This is an optimization exercise on Yosys and OpenROAD, whose aim is small area, not a production implementation.
Function was checked by simulation only, so behaviour that the tests miss may differ from the original.
Power figures rest on the tool's default switching activity, not on a simulated workload. No driver is modelled on the clock port, so clocking that relies on it looks cheaper here than on a real chip.

==> flow/design.v <==
`timescale 1ns / 1ps
package spq_pkg;
	localparam int DEPTH_DEFAULT = 16;
	localparam int ID_W = 6;
	localparam int PRI_W = 4;
	localparam int PAY_W = 32;
	localparam int FUNC_W = 2;
	localparam int OCC_W = 5;
	localparam logic [FUNC_W-1:0] FUNC_PUSH = 2'd0;
	localparam logic [FUNC_W-1:0] FUNC_POP = 2'd1;
	localparam logic [FUNC_W-1:0] FUNC_CLEAR = 2'd2;
	typedef enum logic {
		ST_IDLE,
		ST_HOLD
	} ctl_state_t;
	typedef struct packed {
		logic push;
		logic pop;
		logic clear;
		logic load;
	} ctl_cmd_t;
	typedef struct packed {
		logic full;
		logic empty;
	} dp_status_t;
endpackage
`timescale 1ns / 1ps
module spq_ctrl
(
	input  logic              clk,
	input  logic              arst_n,
	input  logic              req_valid,
	output logic              req_stall,
	output logic              rsp_valid,
	input  logic              rsp_stall,
	input  logic [spq_pkg::FUNC_W-1:0] func,
	input  spq_pkg::dp_status_t        status,
	output spq_pkg::ctl_cmd_t          cmd
);
	spq_pkg::ctl_state_t state_q;
	spq_pkg::ctl_state_t state_d;
	logic       accept;
	always_ff @(posedge clk or negedge arst_n) begin
		if (!arst_n) begin
			state_q <= spq_pkg::ST_IDLE;
		end else begin
			state_q <= state_d;
		end
	end
	always_comb begin
		req_stall = (state_q == spq_pkg::ST_HOLD) && rsp_stall;
		rsp_valid = (state_q == spq_pkg::ST_HOLD);
		accept = req_valid && !req_stall;
		cmd.load = accept;
		cmd.push = accept && (func == spq_pkg::FUNC_PUSH) && !status.full;
		cmd.pop = accept && (func == spq_pkg::FUNC_POP) && !status.empty;
		cmd.clear = accept && (func == spq_pkg::FUNC_CLEAR);
		state_d = state_q;
		case (state_q)
			spq_pkg::ST_IDLE: begin
				if (accept) begin
					state_d = spq_pkg::ST_HOLD;
				end
			end
			spq_pkg::ST_HOLD: begin
				if (!rsp_stall && !accept) begin
					state_d = spq_pkg::ST_IDLE;
				end
			end
			default: begin
				state_d = spq_pkg::ST_IDLE;
			end
		endcase
	end
endmodule
`timescale 1ns / 1ps
module spq_dp
#(
	parameter int DEPTH = spq_pkg::DEPTH_DEFAULT
) (
	input  logic             clk,
	input  logic             arst_n,
	input  spq_pkg::ctl_cmd_t         cmd,
	input  logic             rsp_valid,
	input  logic             req_stall,
	input  logic [spq_pkg::ID_W-1:0]  requester_id,
	input  logic [spq_pkg::PRI_W-1:0] priority_req,
	input  logic [spq_pkg::PAY_W-1:0] payload,
	output spq_pkg::dp_status_t       status,
	output logic             accepted,
	output logic [spq_pkg::ID_W-1:0]  popped_id,
	output logic [spq_pkg::PRI_W-1:0] popped_priority,
	output logic [spq_pkg::PAY_W-1:0] popped_payload,
	output logic [spq_pkg::OCC_W-1:0] occupancy,
	output logic [spq_pkg::ID_W-1:0]  head_id,
	output logic [spq_pkg::ID_W-1:0]  tail_id,
	output logic             is_empty
);
	localparam int CNT_W = $clog2(DEPTH + 1);
	localparam int SL_W = $clog2(DEPTH);
	logic [spq_pkg::ID_W-1:0]  id_q  [DEPTH];
	logic [spq_pkg::PAY_W-1:0] pay_q [DEPTH];
	logic [spq_pkg::PRI_W-1:0] pri_q [DEPTH];
	logic [SL_W-1:0]  slot_q [DEPTH];
	logic [CNT_W-1:0] count_q;
	logic [spq_pkg::ID_W-1:0] tail_q;
	logic             acc_q;
	logic             pop_q;
	logic [DEPTH-1:0] vld;
	logic [DEPTH-1:0] ge;
	logic             lt_any;
	logic [DEPTH-1:0] sel_new;
	logic [DEPTH-1:0] sel_head;
	logic [DEPTH-1:0] sel_pop;
	logic             empty;
	assign empty = (count_q == '0);
	logic renumber;
	assign renumber = empty && !cmd.push && !rsp_valid;
	function automatic logic pri_ge(input logic [spq_pkg::PRI_W-1:0] a,
			input logic [spq_pkg::PRI_W-1:0] b);
		logic r;
		r = 1'b1;
		for (int i = 0; i < spq_pkg::PRI_W; i++) begin
			r = (a[i] & !b[i]) | ((a[i] | !b[i]) & r);
		end
		pri_ge = r;
	endfunction
	always_comb begin
		lt_any = 1'b0;
		for (int r = 0; r < DEPTH; r++) begin
			vld[r] = (count_q > CNT_W'(r));
			ge[r] = vld[r] && pri_ge(pri_q[r], priority_req);
			lt_any = lt_any | (vld[r] && !ge[r]);
		end
		for (int s = 0; s < DEPTH; s++) begin
			sel_new[s] = (slot_q[DEPTH-1] == SL_W'(s));
			sel_head[s] = !empty && (slot_q[0] == SL_W'(s));
			sel_pop[s] = pop_q && sel_new[s];
		end
	end
	for (genvar r = 0; r < DEPTH; r++) begin : g_pos
		localparam int PREV = (r == 0) ? 0 : r - 1;
		localparam int NEXT = (r == DEPTH - 1) ? 0 : r + 1;
		logic take_new;
		logic c_new, c_prev, c_next, c_hold;
		assign take_new = (r == 0) ? 1'b1 : ge[PREV];
		assign c_new = cmd.push && !ge[r] && take_new;
		assign c_prev = cmd.push && !ge[r] && !take_new;
		assign c_next = cmd.pop;
		assign c_hold = !cmd.pop && !(cmd.push && !ge[r]);
		always_ff @(posedge clk) begin
			pri_q[r] <= ({spq_pkg::PRI_W{c_hold}} & pri_q[r])
				| ({spq_pkg::PRI_W{c_new}} & priority_req)
				| ({spq_pkg::PRI_W{c_prev}} & pri_q[PREV])
				| ({spq_pkg::PRI_W{c_next}} & pri_q[NEXT]);
		end
		always_ff @(posedge clk) begin
			slot_q[r] <= ({SL_W{c_hold && !renumber}} & slot_q[r])
				| ({SL_W{renumber}} & SL_W'(r))
				| ({SL_W{c_new}} & slot_q[DEPTH-1])
				| ({SL_W{c_prev}} & slot_q[PREV])
				| ({SL_W{c_next}} & slot_q[NEXT]);
		end
	end
	logic write_free;
	assign write_free = !status.full && !(pop_q && req_stall);
	for (genvar s = 0; s < DEPTH; s++) begin : g_slot
		logic we;
		assign we = write_free && sel_new[s];
		always_ff @(posedge clk) begin
			id_q[s] <= ({spq_pkg::ID_W{!we}} & id_q[s]) | ({spq_pkg::ID_W{we}} & requester_id);
			pay_q[s] <= ({spq_pkg::PAY_W{!we}} & pay_q[s]) | ({spq_pkg::PAY_W{we}} & payload);
		end
	end
	assign status.full = (count_q == CNT_W'(DEPTH));
	assign status.empty = empty;
	always_ff @(posedge clk or negedge arst_n) begin
		if (!arst_n) begin
			count_q <= '0;
		end else if (cmd.clear) begin
			count_q <= '0;
		end else if (cmd.push) begin
			count_q <= count_q + CNT_W'(1);
		end else if (cmd.pop) begin
			count_q <= count_q - CNT_W'(1);
		end
	end
	always_ff @(posedge clk) begin
		if (cmd.push && !lt_any) begin
			tail_q <= requester_id;
		end
	end
	always_ff @(posedge clk) begin
		if (cmd.load) begin
			acc_q <= cmd.push | cmd.pop | cmd.clear;
			pop_q <= cmd.pop;
		end
	end
	always_comb begin
		popped_id = '0;
		popped_payload = '0;
		head_id = '0;
		for (int s = 0; s < DEPTH; s++) begin
			popped_id = popped_id | ({spq_pkg::ID_W{sel_pop[s]}} & id_q[s]);
			popped_payload = popped_payload | ({spq_pkg::PAY_W{sel_pop[s]}} & pay_q[s]);
			head_id = head_id | ({spq_pkg::ID_W{sel_head[s]}} & id_q[s]);
		end
	end
	assign popped_priority = pop_q ? pri_q[DEPTH-1] : '0;
	assign accepted = acc_q;
	assign occupancy = spq_pkg::OCC_W'(count_q);
	assign is_empty = empty;
	assign tail_id = empty ? '0 : tail_q;
endmodule
`timescale 1ns / 1ps
module sorted_priority_queue_top
#(
	parameter int DEPTH = spq_pkg::DEPTH_DEFAULT
) (
	input  logic              clk,
	input  logic              arst_n,
	input  logic              req_valid,
	output logic              req_stall,
	input  logic [spq_pkg::FUNC_W-1:0] func,
	input  logic [spq_pkg::ID_W-1:0]   requester_id,
	input  logic [spq_pkg::PRI_W-1:0]  priority_req,
	input  logic [spq_pkg::PAY_W-1:0]  payload,
	output logic              rsp_valid,
	input  logic              rsp_stall,
	output logic              accepted,
	output logic [spq_pkg::ID_W-1:0]   popped_id,
	output logic [spq_pkg::PRI_W-1:0]  popped_priority,
	output logic [spq_pkg::PAY_W-1:0]  popped_payload,
	output logic [spq_pkg::OCC_W-1:0]  occupancy,
	output logic [spq_pkg::ID_W-1:0]   head_id,
	output logic [spq_pkg::ID_W-1:0]   tail_id,
	output logic              is_empty
);
	spq_pkg::ctl_cmd_t   cmd;
	spq_pkg::dp_status_t status;
	spq_ctrl u_ctrl (
		.clk       (clk),
		.arst_n    (arst_n),
		.req_valid (req_valid),
		.req_stall (req_stall),
		.rsp_valid (rsp_valid),
		.rsp_stall (rsp_stall),
		.func      (func),
		.status    (status),
		.cmd       (cmd)
	);
	spq_dp #(
		.DEPTH (DEPTH)
	) u_dp (
		.clk             (clk),
		.arst_n          (arst_n),
		.cmd             (cmd),
		.rsp_valid       (rsp_valid),
		.req_stall       (req_stall),
		.requester_id    (requester_id),
		.priority_req    (priority_req),
		.payload         (payload),
		.status          (status),
		.accepted        (accepted),
		.popped_id       (popped_id),
		.popped_priority (popped_priority),
		.popped_payload  (popped_payload),
		.occupancy       (occupancy),
		.head_id         (head_id),
		.tail_id         (tail_id),
		.is_empty        (is_empty)
	);
endmodule
==> flow/config.mk <==
export PLATFORM = sky130hd
export DESIGN_NAME = sorted_priority_queue_top
export DESIGN_NICKNAME = sorted_priority_queue_top
export VERILOG_FILES = /design/flow/design.v
export SDC_FILE = /design/flow/constraint.sdc
export NUM_CORES = 4
export LEC_CHECK = 0
export CAP_MARGIN = 20
export CORE_MARGIN = 2
export CORE_UTILIZATION = 60
export PLACE_DENSITY = 0.7
export SETUP_SLACK_MARGIN = 0.1
export SLEW_MARGIN = 20
==> flow/constraint.sdc <==
create_clock -name core_clock -period 4.0 [get_ports {clk}]
set_input_delay 0.8000 -clock core_clock [delete_from_list [all_inputs] [get_ports {clk}]]
set_output_delay 0.8000 -clock core_clock [all_outputs]
set_load 0.01 [all_outputs]
standard.sh (not shown) runs the stock make flow with config.mk's settings and CLKGATE_MAP_FILE= SYNTH_SCRIPT=/design/flow/synth_recipe.tcl, a recipe that flattens the netlist after the stock synthesis.
==> flow/flow/run.sh <==
#!/bin/bash
# The standard ORFS flow (the standard.sh) with three changes, all to how
# the layout is built, none to the design or its constraints:
#  - clock tree synthesis inserts no dummy loads,
#  - port buffers are the smallest buffer cell (buf_1) instead of a delay cell,
#  - larger clock sink clusters.
# Each make step writes its own log under orfs/logs; the whole make output is
# kept in flow_make.log.
set -uo pipefail
bash standard.sh finish \
	'CTS_ARGS=-sink_clustering_enable -repair_clock_nets -dont_use_dummy_load -sink_clustering_size 30 -sink_clustering_max_diameter 100' \
	'BUFFER_PORTS_ARGS=-buffer_cell sky130_fd_sc_hd__buf_1' \
	> flow_make.log 2>&1
==> next run, changes <==
--- a/flow/design.v
+++ b/flow/design.v
@@ -82,7 +82,6 @@
 	input  logic             arst_n,
 	input  spq_pkg::ctl_cmd_t         cmd,
 	input  logic             rsp_valid,
-	input  logic             req_stall,
 	input  logic [spq_pkg::ID_W-1:0]  requester_id,
 	input  logic [spq_pkg::PRI_W-1:0] priority_req,
 	input  logic [spq_pkg::PAY_W-1:0] payload,
@@ -162,11 +161,9 @@
 				| ({SL_W{c_next}} & slot_q[NEXT]);
 		end
 	end
-	logic write_free;
-	assign write_free = !status.full && !(pop_q && req_stall);
 	for (genvar s = 0; s < DEPTH; s++) begin : g_slot
 		logic we;
-		assign we = write_free && sel_new[s];
+		assign we = cmd.push && sel_new[s];
 		always_ff @(posedge clk) begin
 			id_q[s] <= ({spq_pkg::ID_W{!we}} & id_q[s]) | ({spq_pkg::ID_W{we}} & requester_id);
 			pay_q[s] <= ({spq_pkg::PAY_W{!we}} & pay_q[s]) | ({spq_pkg::PAY_W{we}} & payload);
@@ -256,7 +253,6 @@
 		.arst_n          (arst_n),
 		.cmd             (cmd),
 		.rsp_valid       (rsp_valid),
-		.req_stall       (req_stall),
 		.requester_id    (requester_id),
 		.priority_req    (priority_req),
 		.payload         (payload),
The new run ran to the end with no violations.
Sequential share of layout area fell by 0.12 points.
Sequential cell count does not change.
Critical path depth is unchanged.
Count of clock-buffer cells in the layout rose by 1.
Power fell by 9.3%.
Clock skew rose by 0.010 ns.
Via count rose by 0.72%.
Clock power rose by about 1%.

## separate check: timing with driven ports
How much do the figures lean on ideal ports? The routed layouts below were timed once more, with nothing changed but the port constraints. Step 1 assumes that a clkbuf_16 drives the clock port and a buf_2 every other input. Step 2 moves the port delays by t, midway between the first and last clock arrival at a register: inputs arrive t later, outputs are due t later. That takes back most of the time a late clock gives input paths. a / b / c = ideal ports / drivers / drivers and shift; a / b = the first two.
run	t (ns)	setup slack, ns	cell pins on the clock port's net
the first run	0.680	0.140 / 0.080 / 0.504	1
the second run	0.664	0.144 / 0.085 / 0.256	1
After both steps setup and hold are still met in every run listed.
